This design comes from an exercise in tuning for small area, a short achievable clock period and few clock cycles per item on the open sky130 flow, not from production work.
Only simulation tests tie the RTL to the original design; equivalence was not proved.
Power is estimated from default activity; no workload was simulated.

## run A
// covariance_accumulator
module covariance_accumulator
#(
   parameter int DATA_W = 16,
   parameter int LOG2_N = 2
) (
   input  logic              clk,
   input  logic              rst,
   input  logic              start,
   input  logic              in_valid,
   output logic              in_ready,
   input  logic [DATA_W-1:0] x_in,
   input  logic [DATA_W-1:0] y_in,
   output logic              bram_ena,
   output logic              bram_wea,
   output logic [1:0]        bram_addra,
   output logic [31:0]       bram_dina,
   output logic              busy,
   output logic              done
);
==> flow/config.mk <==
export PLATFORM = sky130hd
export DESIGN_NAME = covariance_accumulator
export DESIGN_NICKNAME = covariance_accumulator
export VERILOG_FILES = /design/flow/design.v
export SDC_FILE = /design/flow/constraint.sdc
export NUM_CORES = 4
export LEC_CHECK = 0
export ABC_AREA = 1
export CAP_MARGIN = 20
export CORE_MARGIN = 2
export CORE_UTILIZATION = 40
export SETUP_SLACK_MARGIN = 5
export SLEW_MARGIN = 20
==> flow/constraint.sdc <==
create_clock -name core_clock -period 8.5 [get_ports {clk}]
set_input_delay 1.7000 -clock core_clock [delete_from_list [all_inputs] [get_ports {clk}]]
set_output_delay 1.7000 -clock core_clock [all_outputs]
set_load 0.01 [all_outputs]
standard.sh (not shown) runs the stock make flow with config.mk's settings and CLKGATE_MAP_FILE= SYNTH_SCRIPT=/design/flow/synth_recipe.tcl, a recipe that flattens the netlist after the stock synthesis.
==> flow/flow/run.sh <==
#!/bin/bash
# The standard layout, except that synthesis leaves the adder trees to ABC
# instead of mapping them onto full-adder cells (ADDER_MAP_FILE empty), and
# timing repair aims at a tighter period than the design's clock. The clock,
# constraints, registers and the rest of the flow are the standard ones.
set -euo pipefail
bash standard.sh ADDER_MAP_FILE= SETUP_SLACK_MARGIN=5.8 finish > flow_make.log 2>&1
Testbench counts of run A, summed over its fixed seeds: cycles 5,128, windows 512.
[inputs] run B vs run A
# run A
export LEC_CHECK = 0
export ABC_AREA = 1
export CAP_MARGIN = 20
export CORE_MARGIN = 2
export CORE_UTILIZATION = 40
export SETUP_SLACK_MARGIN = 5
export SLEW_MARGIN = 20
create_clock -name core_clock -period 8.5 [get_ports {clk}]
# run B
export LEC_CHECK = 0
export CAP_MARGIN = 20
export CORE_MARGIN = 2
export CORE_UTILIZATION = 40
export SETUP_SLACK_MARGIN = 5
export SLEW_MARGIN = 20
create_clock -name core_clock -period 8.5 [get_ports {clk}]
-- flow/flow/run.sh --
<<< run A, line 6
set -euo pipefail
bash standard.sh ADDER_MAP_FILE= SETUP_SLACK_MARGIN=5.8 finish > flow_make.log 2>&1
>>> run B, line 6
set -euo pipefail
bash standard.sh ADDER_MAP_FILE= SETUP_SLACK_MARGIN=5.5 finish > flow_make.log 2>&1
[summary]
- The initial antenna violation count in run B was higher than what run A gave.
- The higher portion of total power attributed to the clock network of run A and run B is in run A.
- [diff] first-iteration detailed-routing DRC count, run B relative to run A: improvement
- Area fraction of clock buffers and clock inverters: run B vs run A, no meaningful difference
- Run B: final clock period utilization by the worst path 7.4 points above run A
- Run comparison: run A most frequent standard cell in the layout excluding fill and tap cells nand2_1; run B most frequent standard cell in the layout excluding fill and tap cells xnor2_1
[inputs] run C vs run B
# run B
export LEC_CHECK = 0
export CAP_MARGIN = 20
export CORE_MARGIN = 2
export CORE_UTILIZATION = 40
export SETUP_SLACK_MARGIN = 5
export SLEW_MARGIN = 20
create_clock -name core_clock -period 8.5 [get_ports {clk}]
# run C
export LEC_CHECK = 0
export ABC_AREA = 1
export CAP_MARGIN = 5
export CORE_MARGIN = 2
export CORE_UTILIZATION = 40
export SETUP_SLACK_MARGIN = 5
export SLEW_MARGIN = 5
create_clock -name core_clock -period 8.5 [get_ports {clk}]
-- flow/flow/run.sh --
<<< run B, line 6
set -euo pipefail
bash standard.sh ADDER_MAP_FILE= SETUP_SLACK_MARGIN=5.5 finish > flow_make.log 2>&1
>>> run C, line 6
set -euo pipefail
bash standard.sh ADDER_MAP_FILE= SETUP_SLACK_MARGIN=5.65 finish > flow_make.log 2>&1
Results
- Run C ended with every stage complete and zero timing, DRC or antenna violations.
- In run C, critical path depth is lower than in run B.
- Minimum clock period delta for run C relative to run B: 0.61 ns lower
- The lower slack of the worst reg-to-reg path of run B and run C is in run B.
- Compare run B and run C | worst stage delay on the critical path lower: run C
- Taking run B as the reference, in run C area growth from synthesis to layout lower, clock power higher.
- Sequential share of layout area came out lower on run C than on run B.
diff inputs: run C => run D
# run C
export LEC_CHECK = 0
export ABC_AREA = 1
export CAP_MARGIN = 5
export CORE_MARGIN = 2
export CORE_UTILIZATION = 40
export SETUP_SLACK_MARGIN = 5
export SLEW_MARGIN = 5
create_clock -name core_clock -period 8.5 [get_ports {clk}]
# run D
export LEC_CHECK = 0
export ABC_AREA = 1
export CAP_MARGIN = 20
export CORE_MARGIN = 2
export CORE_UTILIZATION = 40
export SETUP_SLACK_MARGIN = 5
export SLEW_MARGIN = 20
create_clock -name core_clock -period 8.5 [get_ports {clk}]
-- flow/flow/run.sh --
<<< run C, line 6
set -euo pipefail
bash standard.sh ADDER_MAP_FILE= SETUP_SLACK_MARGIN=5.65 finish > flow_make.log 2>&1
>>> run D, line 6
set -euo pipefail
bash standard.sh ADDER_MAP_FILE= SETUP_SLACK_MARGIN=5.5 finish > flow_make.log 2>&1
Notes after the runs:
Run D | stages: all done | timing, DRC, antenna: all pass. Between run D and run C, it is run D whose post-layout instance area is lower, by about 1%. Between run C and run D, the number of standard cells in the layout, taps in and fillers out does not differ in any meaningful way. For run C, the cell with the largest stage delay on the worst path was dfxtp_1, unlike run D, where it was dfrtp_1. The inverter count of the layout excluding clock inverters was comparable across run C and run D.
Input changes introduced in run E (baseline for comparison: run D):
# run D
export LEC_CHECK = 0
export ABC_AREA = 1
export CAP_MARGIN = 20
export CORE_MARGIN = 2
export CORE_UTILIZATION = 40
export SETUP_SLACK_MARGIN = 5
export SLEW_MARGIN = 20
create_clock -name core_clock -period 8.5 [get_ports {clk}]
# run E
export LEC_CHECK = 0
export ABC_AREA = 1
export CAP_MARGIN = 20
export CORE_MARGIN = 2
export CORE_UTILIZATION = 40
export SETUP_SLACK_MARGIN = 5
export SLEW_MARGIN = 20
export TNS_END_PERCENT = 0
create_clock -name core_clock -period 8.5 [get_ports {clk}]
-- flow/flow/run.sh --
<<< run D, line 6
set -euo pipefail
bash standard.sh ADDER_MAP_FILE= SETUP_SLACK_MARGIN=5.5 finish > flow_make.log 2>&1
>>> run E, line 6
set -euo pipefail
bash standard.sh ADDER_MAP_FILE= SETUP_SLACK_MARGIN=5.65 finish > flow_make.log 2>&1
Results
- There was hardly any difference in via count of the first global-routing pass between run D and run E.
- Final cycle utilization of the critical path in run E is 1.7 points higher than in run D
- On area taken by multi-input logic gates, run D and run E are neck and neck.
- | final net count | run D vs run E | ≈ equal |
- The actual transition at the worst max-transition pin of run E is higher than that of run D.
[inputs] run F vs run E
# run E
export LEC_CHECK = 0
export ABC_AREA = 1
export CAP_MARGIN = 20
export CORE_MARGIN = 2
export CORE_UTILIZATION = 40
export SETUP_SLACK_MARGIN = 5
export SLEW_MARGIN = 20
export TNS_END_PERCENT = 0
create_clock -name core_clock -period 8.5 [get_ports {clk}]
# run F
export LEC_CHECK = 0
export ABC_AREA = 1
export CAP_MARGIN = 20
export CORE_MARGIN = 2
export CORE_UTILIZATION = 50
export SETUP_SLACK_MARGIN = 5
export SLEW_MARGIN = 20
create_clock -name core_clock -period 8.5 [get_ports {clk}]
Notes after the runs:
Looking at cell with the biggest individual delay on the critical path, the dfxtp_1 result is from run F; the clkdlybuf4s50_1 one comes from run E.
Share of the core filled with cells: run F vs run E up 11 points
Across both runs, relative contribution of the clock network to total power was higher for run F than for run E.
Multi-input gate share of the layout cell area is lower on run F
Run F vs run E on relative area of clock buffers and inverters in the final design: run F is the higher one.
The post-detailed-routing wire length number comes out lower for run E vs run F.
Run F against run E: final critical delay including setup and external delays has decreased; wire length of the first global-routing pass has increased.

static timing again, ports no longer ideal:
The results above use ideal ports. As a check the final layouts listed here were re-extracted and re-timed, cells and wires unchanged.
Step 1, drivers: a clkbuf_16 drives clk and a buf_2 each remaining input, both assumed.
Step 2 adds t to the input delays and takes it off the output delays; t is the mean of the earliest and latest rising clock arrival at the registers after step 1. Input paths then give back, and output paths get back, about the clock's delay inside the block.
Three values: ideal, step 1, step 2; two values: the first two.
run	shift t [ns]	slack for setup (ns)	slew at the worst register clock pin (ns)
run A	0.643	5.708 / 5.644 / 5.293	0.07 / 0.07
run B	0.622	5.077 / 5.077 / 5.077	0.07 / 0.07
run C	0.653	5.686 / 5.622 / 5.280	0.06 / 0.06
run D	0.651	5.548 / 5.484 / 5.199	0.06 / 0.06
run E	0.649	5.404 / 5.340 / 5.201	0.06 / 0.06
run F	0.652	5.680 / 5.613 / 5.287	0.06 / 0.06
After both steps setup and hold are still met in every run listed. The setup slack of run A, which loses most, moves by -0.064 ns with the drivers and by -0.415 ns with both steps.
